Source: an optimization exercise on an open RTL-to-GDS flow (aim: small area and a short achievable clock period). Production flows keep margins and buffers that such runs may drop. RTL that was checked went through simulation tests only; none was proved equivalent to the original. Power figures rest on the tool's default switching activity, not on a simulated workload.

## run 1
## viterbi_decoder
module viterbi_decoder (
   input  wire       clk,
   input  wire       rst,
   input  wire       enable_i,
   input  wire [1:0] symbol_i,
   output wire       d_out_o,
   output wire       d_valid_o
);
make LEC_CHECK=0 ABC_AREA=1 CAP_MARGIN=20 CORE_MARGIN=2 CORE_UTILIZATION=40 SETUP_SLACK_MARGIN=3.2 SLEW_MARGIN=20 finish   # period 5.0 ns
run.sh (not shown) runs the stock make flow with config.mk's settings and CLKGATE_MAP_FILE= SYNTH_SCRIPT=/design/flow/synth_recipe.tcl, a recipe that flattens the netlist after the stock synthesis.
Per the final summary, run 1 finished and its layout is clean on timing, DRC and antenna.
Input-level comparison between run 2 and run 1:
Settings: SETUP_SLACK_MARGIN no longer set, was 3.2; ABC_AREA no longer set, was 1.
[summary]
- Run 2 completed end to end with timing, DRC and antenna clean.
- The flow did not stop early for run 1: all stages ran, and the layout cleared the timing, design-rule and antenna checks.
- Diff run 2 and run 1: final cell count higher in run 1
- Run 2 vs. run 1: maximum frequency lower, share of the synthesized netlist area taken by xor and xnor gates higher, share of power burned in the clock network higher, detailed-route vias per instance higher, number of standard-cell rows in the floorplan lower.
- Summary of run 2 over run 1: post-synth design cell area down 5.8%, sum of internal, switching and leakage power shows a reduction of about 16%.
- Of the two values seen for end point of the critical path, pm[7][0] was produced by run 1 and pm[1][1] by run 2.
For run 3, these inputs were changed with respect to run 2:
Settings: setting SETUP_SLACK_MARGIN to 3.2 for the first time.
### Flow results
Run 3 against run 2: met2 demand-to-capacity share in global routing moved up, maximum VDD drop moved up, area used by multi-input combinational logic moved up.
Relative to run 2, final cycle utilization of the critical path has decreased by 10 points in run 3.
When the final numbers for run 3 and run 2 were put side by side, the register share of total power turned out to be smaller in run 3.
Result for run 3 and run 2: all clean
Across both runs, fraction of area in registers was lower for run 3 than for run 2.
Taking run 2 as the reference, in run 3 overall power after layout now larger; shortest clock period the worst path allows after layout now smaller; final worst setup slack now larger; share of total power in the clock network now smaller.
Function was not checked in any run of this note: the RTL went through the layout flow alone.

========
viterbi_decoder, a different RTL version from the one above (not shown whole).
For scale: roughly 940 cells after synthesis, roughly 320 flip-flops, roughly 11000 µm² of cells after synthesis.
make LEC_CHECK=0 CAP_MARGIN=20 CORE_MARGIN=2 CORE_UTILIZATION=65 CTS_CLUSTER_DIAMETER=60 CTS_CLUSTER_SIZE=40 PLACE_DENSITY=0.75 SETUP_SLACK_MARGIN=3.0 SLEW_MARGIN=20 finish   # period 5.0 ns
Rerun with:
- CORE_UTILIZATION: 65 -> 40
- CTS_CLUSTER_DIAMETER: 60 -> 100
- CTS_CLUSTER_SIZE: 40 -> 30
- PLACE_DENSITY: 0.75 -> unset
- SETUP_SLACK_MARGIN: 3.0 -> 2.8
Die area goes up by 60%.
Cell count goes up by 10%.
Setup slack is worse by 0.065 ns.
Global-route usage goes down by 9.4 points.
Wire length goes down by 7.3%.
Final area goes down by 3.4%.
Via count goes down by 5.0%.
Total power goes down by 9.5%.
Sequential cell count is unchanged.
Register-to-register slack is worse by 0.02 ns.
Rerun with:
- CTS_CLUSTER_SIZE: 30 -> 24
- SETUP_SLACK_MARGIN: 2.8 -> 3.3
After rerunning:
- total power came out higher by roughly a tenth
- design area rose by a little under a tenth
- count of clock-buffer cells in the layout climbs by 3
- die area is unchanged
- cell count rises by a few percent
- synthesized area stays the same
- wire length rises by a few percent
- via count is higher by a few percent
- global-route usage goes up by 0.43 points
- maximum frequency rises by a few percent
Rerun with:
- SETUP_SLACK_MARGIN: 3.3 -> 3.0
=> The new run completed with no timing, DRC or antenna violations; area after synthesis does not change; routed wire length fell by 0.71%; cell area goes down by 3.5%.

========
Setup of run A:
Another version of the RTL of viterbi_decoder (not shown whole).
For scale: about 7 I/O pins, about 0.011 mm² of cells after synthesis.
clock: 5.0 ns
lec_check: 0
abc_area: 1
cap_margin: 20
core_margin: 2
core_utilization: 40
cts_cluster_diameter: 100
cts_cluster_size: 24
setup_slack_margin: 2.96
slew_margin: 20
Run A | stages: all done | timing, DRC, antenna: all pass
Modified inputs, run B compared to run A
diff --git a/flow/config.mk b/flow/config.mk
--- a/flow/config.mk
+++ b/flow/config.mk
@@ -7,3 +7,2 @@
 export LEC_CHECK = 0
-export ABC_AREA = 1
 export CAP_MARGIN = 20
@@ -13,3 +12,3 @@
 export CTS_CLUSTER_SIZE = 24
-export SETUP_SLACK_MARGIN = 2.96
+export SETUP_SLACK_MARGIN = 3.0
 export SLEW_MARGIN = 20
Results
The flow did not stop early for run B: all stages ran, and the layout cleared the timing, design-rule and antenna checks. Of run B and run A, run B shows the higher total power, with run A below it. Between run A and run B, the flow reports die footprint decreasing by a few percent. Relative to run A, number of violations reported at the end of detailed-routing iteration 0 has decreased by 24% in run B. The lower fraction of power consumed by combinational cells came out of run A. Final core utilization, run B and run A: higher on run B.
#### Input delta (run C over run B)
diff --git a/flow/config.mk b/flow/config.mk
--- a/flow/config.mk
+++ b/flow/config.mk
@@ -7,2 +7,3 @@
 export LEC_CHECK = 0
+export ABC_AREA = 1
 export CAP_MARGIN = 20
==> comparison <==
Compared with run B, in run C total power draw decreased 1.5%; final critical path time including I/O delays and setup essentially unchanged.
In terms of clock group power, run C and run B differ only marginally.
Cell area after placement: run C higher than run B
Setup changes, run C to run D
diff --git a/flow/config.mk b/flow/config.mk
--- a/flow/config.mk
+++ b/flow/config.mk
@@ -7,8 +7,7 @@
 export LEC_CHECK = 0
-export ABC_AREA = 1
 export CAP_MARGIN = 20
 export CORE_MARGIN = 2
-export CORE_UTILIZATION = 40
+export CORE_UTILIZATION = 45
 export CTS_CLUSTER_DIAMETER = 100
-export CTS_CLUSTER_SIZE = 24
+export CTS_CLUSTER_SIZE = 28
 export SETUP_SLACK_MARGIN = 3.0
## What came out
- The run showing the smaller part of the power in the clock network is run D.
- The post-synthesis instance area number comes out lower for run D vs run C.
- Total of cells resized after clock tree synthesis, run C and run D, higher one = run D.
- On met3 routed wirelength, the lower figure sits with run D, not run C.
- Run D vs run C — number of nets produced by synthesis dropped 236.
- The pin count of the biggest net entering global routing in run D was lower than what run C gave.

========
viterbi_decoder, a different RTL version from the one above (not shown whole).
Size: about 980 cells after synthesis, ~11000 um^2 of cells after synthesis.
Settings: LEC_CHECK=0, CAP_MARGIN=20, CORE_MARGIN=2, CORE_UTILIZATION=40, CTS_CLUSTER_DIAMETER=80, CTS_CLUSTER_SIZE=20, SETUP_SLACK_MARGIN=2.95, SLEW_MARGIN=20; clock period 5.0 ns.
Edit:
- CTS_CLUSTER_DIAMETER: 80 -> 100
- CTS_CLUSTER_SIZE: 20 -> 30
- SETUP_SLACK_MARGIN: 2.95 -> 2.8
After rerunning:
- The changed run went through all stages and came out clean
- count of clock-buffer cells in the layout came out lower by 6
- total power went down by 4.1%
- final area shrinks by 2.7%
- die area does not change
- maximum frequency falls by 3.8%
- final cell count came out lower by 1.0%
- wire length goes down by 1.7%
- worst setup slack gets worse by 80 ps
- clock power goes down by about 7%
- area after synthesis stays the same
- first-iteration DRC count fell by about 18%
Edit:
- CTS_CLUSTER_SIZE: 30 -> 24
- SETUP_SLACK_MARGIN: 2.8 -> 3.0
Result: Power went up by 4.4%. Sequential share of layout area went down by 1.5 points. Clock-buffer cell count went up by 2.
Edit:
- SETUP_SLACK_MARGIN: 3.0 -> 3.1
The changed run went through all stages and came out clean.
Synthesized area is unchanged.
Synthesized cell count stays the same.
Global-route usage drops by 0.27 points.
Final cell count climbs by 1.2%.
Total power climbs by 3.7%.
Worst setup slack hardly moves.
Sequential share of layout area drops by 1.2 points.
No functional check of the RTL was part of any run of this note.

========
viterbi_decoder, a different RTL version from the one above (not shown whole).
Size in the first run: roughly 1100 cells after synthesis.
## viterbi_decoder
module viterbi_decoder (
   input  wire       clk,
   input  wire       rst,
   input  wire       enable_i,
   input  wire [1:0] symbol_i,
   output wire       d_out_o,
   output wire       d_valid_o
);
clock: 5.0 ns
lec_check: 0
abc_area: 1
cap_margin: 20
core_margin: 2
core_utilization: 55
cts_cluster_diameter: 100
cts_cluster_size: 24
setup_slack_margin: 3.0
slew_margin: 20
Edit:
--- a/flow/config.mk
+++ b/flow/config.mk
@@ -11 +11 @@
-export CORE_UTILIZATION = 55
+export CORE_UTILIZATION = 40
What happened: Routed wire length shrinks by 2.4%; clock-buffer cell count grows by 1; via count shrinks by 0.68%; sequential share of layout area shrinks by 0.45 points; utilization shrinks by 16 points.

========
viterbi_decoder, a different RTL version from the one above (not shown whole).
Size in the first run: ~1100 cells after synthesis, about 330 flip-flops, about 7 I/O pins, ~11000 um^2 of cells after synthesis.
==> flow/config.mk <==
export PLATFORM = sky130hd
export DESIGN_NAME = viterbi_decoder
export DESIGN_NICKNAME = viterbi_decoder
export VERILOG_FILES = /design/flow/design.v
export SDC_FILE = /design/flow/constraint.sdc
export NUM_CORES = 4
export LEC_CHECK = 0
export ABC_AREA = 1
export CAP_MARGIN = 20
export CORE_MARGIN = 2
export CORE_UTILIZATION = 40
export CTS_CLUSTER_DIAMETER = 100
export CTS_CLUSTER_SIZE = 24
export SETUP_SLACK_MARGIN = 2.96
export SLEW_MARGIN = 20
==> flow/constraint.sdc <==
create_clock -name core_clock -period 5.0 [get_ports {clk}]
set_input_delay 1.0000 -clock core_clock [delete_from_list [all_inputs] [get_ports {clk}]]
set_output_delay 1.0000 -clock core_clock [all_outputs]
set_load 0.01 [all_outputs]
Rerun with:
SETUP_SLACK_MARGIN = 3.0   (was 2.96)
Wire length barely changes; count of clock-buffer cells in the layout stays the same; die area stays the same; sequential share of layout area stays flat; area after synthesis stays the same; final cell count does not change; clock skew hardly moves; combinational power stays flat; power barely changes; fmax is unchanged; setup slack stays the same.

========
## ember
viterbi_decoder with an RTL version that a note above also has.
Size in the first run: ~940 cells after synthesis, ~320 flip-flops, about 7 I/O pins.
export LEC_CHECK = 0
export CAP_MARGIN = 20
export CORE_MARGIN = 2
export CORE_UTILIZATION = 50
export CTS_CLUSTER_DIAMETER = 60
export CTS_CLUSTER_SIZE = 30
export SETUP_SLACK_MARGIN = 3.0
export SLEW_MARGIN = 20
create_clock -name core_clock -period 5.0 [get_ports {clk}]
Inputs modified between ember and juniper:
-- flow/config.mk --
<<< ember, line 8
export CAP_MARGIN = 20
export CORE_MARGIN = 2
export CORE_UTILIZATION = 50
export CTS_CLUSTER_DIAMETER = 60
export CTS_CLUSTER_SIZE = 30
export SETUP_SLACK_MARGIN = 3.0
export SLEW_MARGIN = 20
>>> juniper, line 8
export CAP_MARGIN = 20
export CORE_MARGIN = 2
export CORE_UTILIZATION = 65
export CTS_CLUSTER_DIAMETER = 100
export CTS_CLUSTER_SIZE = 30
export PLACE_DENSITY = 0.75
export SETUP_SLACK_MARGIN = 2.9
export SLEW_MARGIN = 20
## What came out
Looking at final critical-path share of the clock period, juniper sits above ember.
In the flow results for juniper and ember, the minimum clock period is smaller on ember.
Compared to ember, juniper has clock buffer count from CTS 7 lower.
juniper vs. ember: power went down by 6.7%.
juniper falls short of ember in worst setup slack after layout.

==> re-timing with driven ports <==
No port has a modelled driver above. Below, the same layouts with a new extraction and two added sets of constraints.
Step 1 sets driving cells, clkbuf_16 on the clock port and buf_2 on the other inputs (assumed; they add their load-dependent delay and slew).
Step 2, shift: input delay + t, output delay - t, t = (earliest + latest rising clock arrival at the registers) / 2. This alone moves slack from input paths to output paths.
Three values: no drivers, after step 1, after step 2; two values: the first two.
run | t, ns | setup slack, ns | latest minus earliest clock arrival (ns)
run 1 | 0.558 | 2.844 / 2.844 / 2.844 | 0.017 / 0.018
run 2 | 0.547 | 1.954 / 1.954 / 1.954 | 0.020 / 0.020
run 3 | 0.603 | 2.454 / 2.454 / 2.454 | 0.014 / 0.014
the first run of note 2 | 0.544 | 2.912 / 2.912 / 2.912 | 0.028 / 0.028
the second run of note 2 | 0.530 | 2.847 / 2.800 / 2.889 | 0.020 / 0.021
the third run of note 2 | 0.532 | 2.975 / 2.935 / 2.975 | 0.015 / 0.015
the fourth run of note 2 | 0.548 | 2.935 / 2.935 / 2.935 | 0.019 / 0.019
run A | 0.546 | 2.963 / 2.916 / 2.999 | 0.017 / 0.017
run B | 0.550 | 2.965 / 2.915 / 2.985 | 0.018 / 0.018
run C | 0.547 | 2.964 / 2.916 / 2.999 | 0.017 / 0.016
run D | 0.536 | 2.967 / 2.927 / 2.967 | 0.016 / 0.016
the first run of note 4 | 0.555 | 2.952 / 2.911 / 2.952 | 0.015 / 0.015
the second run of note 4 | 0.546 | 2.872 / 2.825 / 2.873 | 0.031 / 0.031
the third run of note 4 | 0.548 | 2.971 / 2.925 / 2.984 | 0.011 / 0.011
the fourth run of note 4 | 0.542 | 2.968 / 2.921 / 2.977 | 0.018 / 0.019
the first run of note 5 | 0.543 | 2.980 / 2.932 / 3.073 | 0.011 / 0.012
the second run of note 5 | 0.529 | 2.975 / 2.931 / 3.085 | 0.018 / 0.018
the first run of note 6 | 0.542 | 2.956 / 2.912 / 3.013 | 0.020 / 0.019
the second run of note 6 | 0.542 | 2.956 / 2.912 / 3.013 | 0.020 / 0.019
ember | 0.563 | 2.981 / 2.935 / 2.991 | 0.024 / 0.024
juniper | 0.528 | 2.911 / 2.911 / 2.911 | 0.020 / 0.019
After both steps every run listed still meets setup and hold.
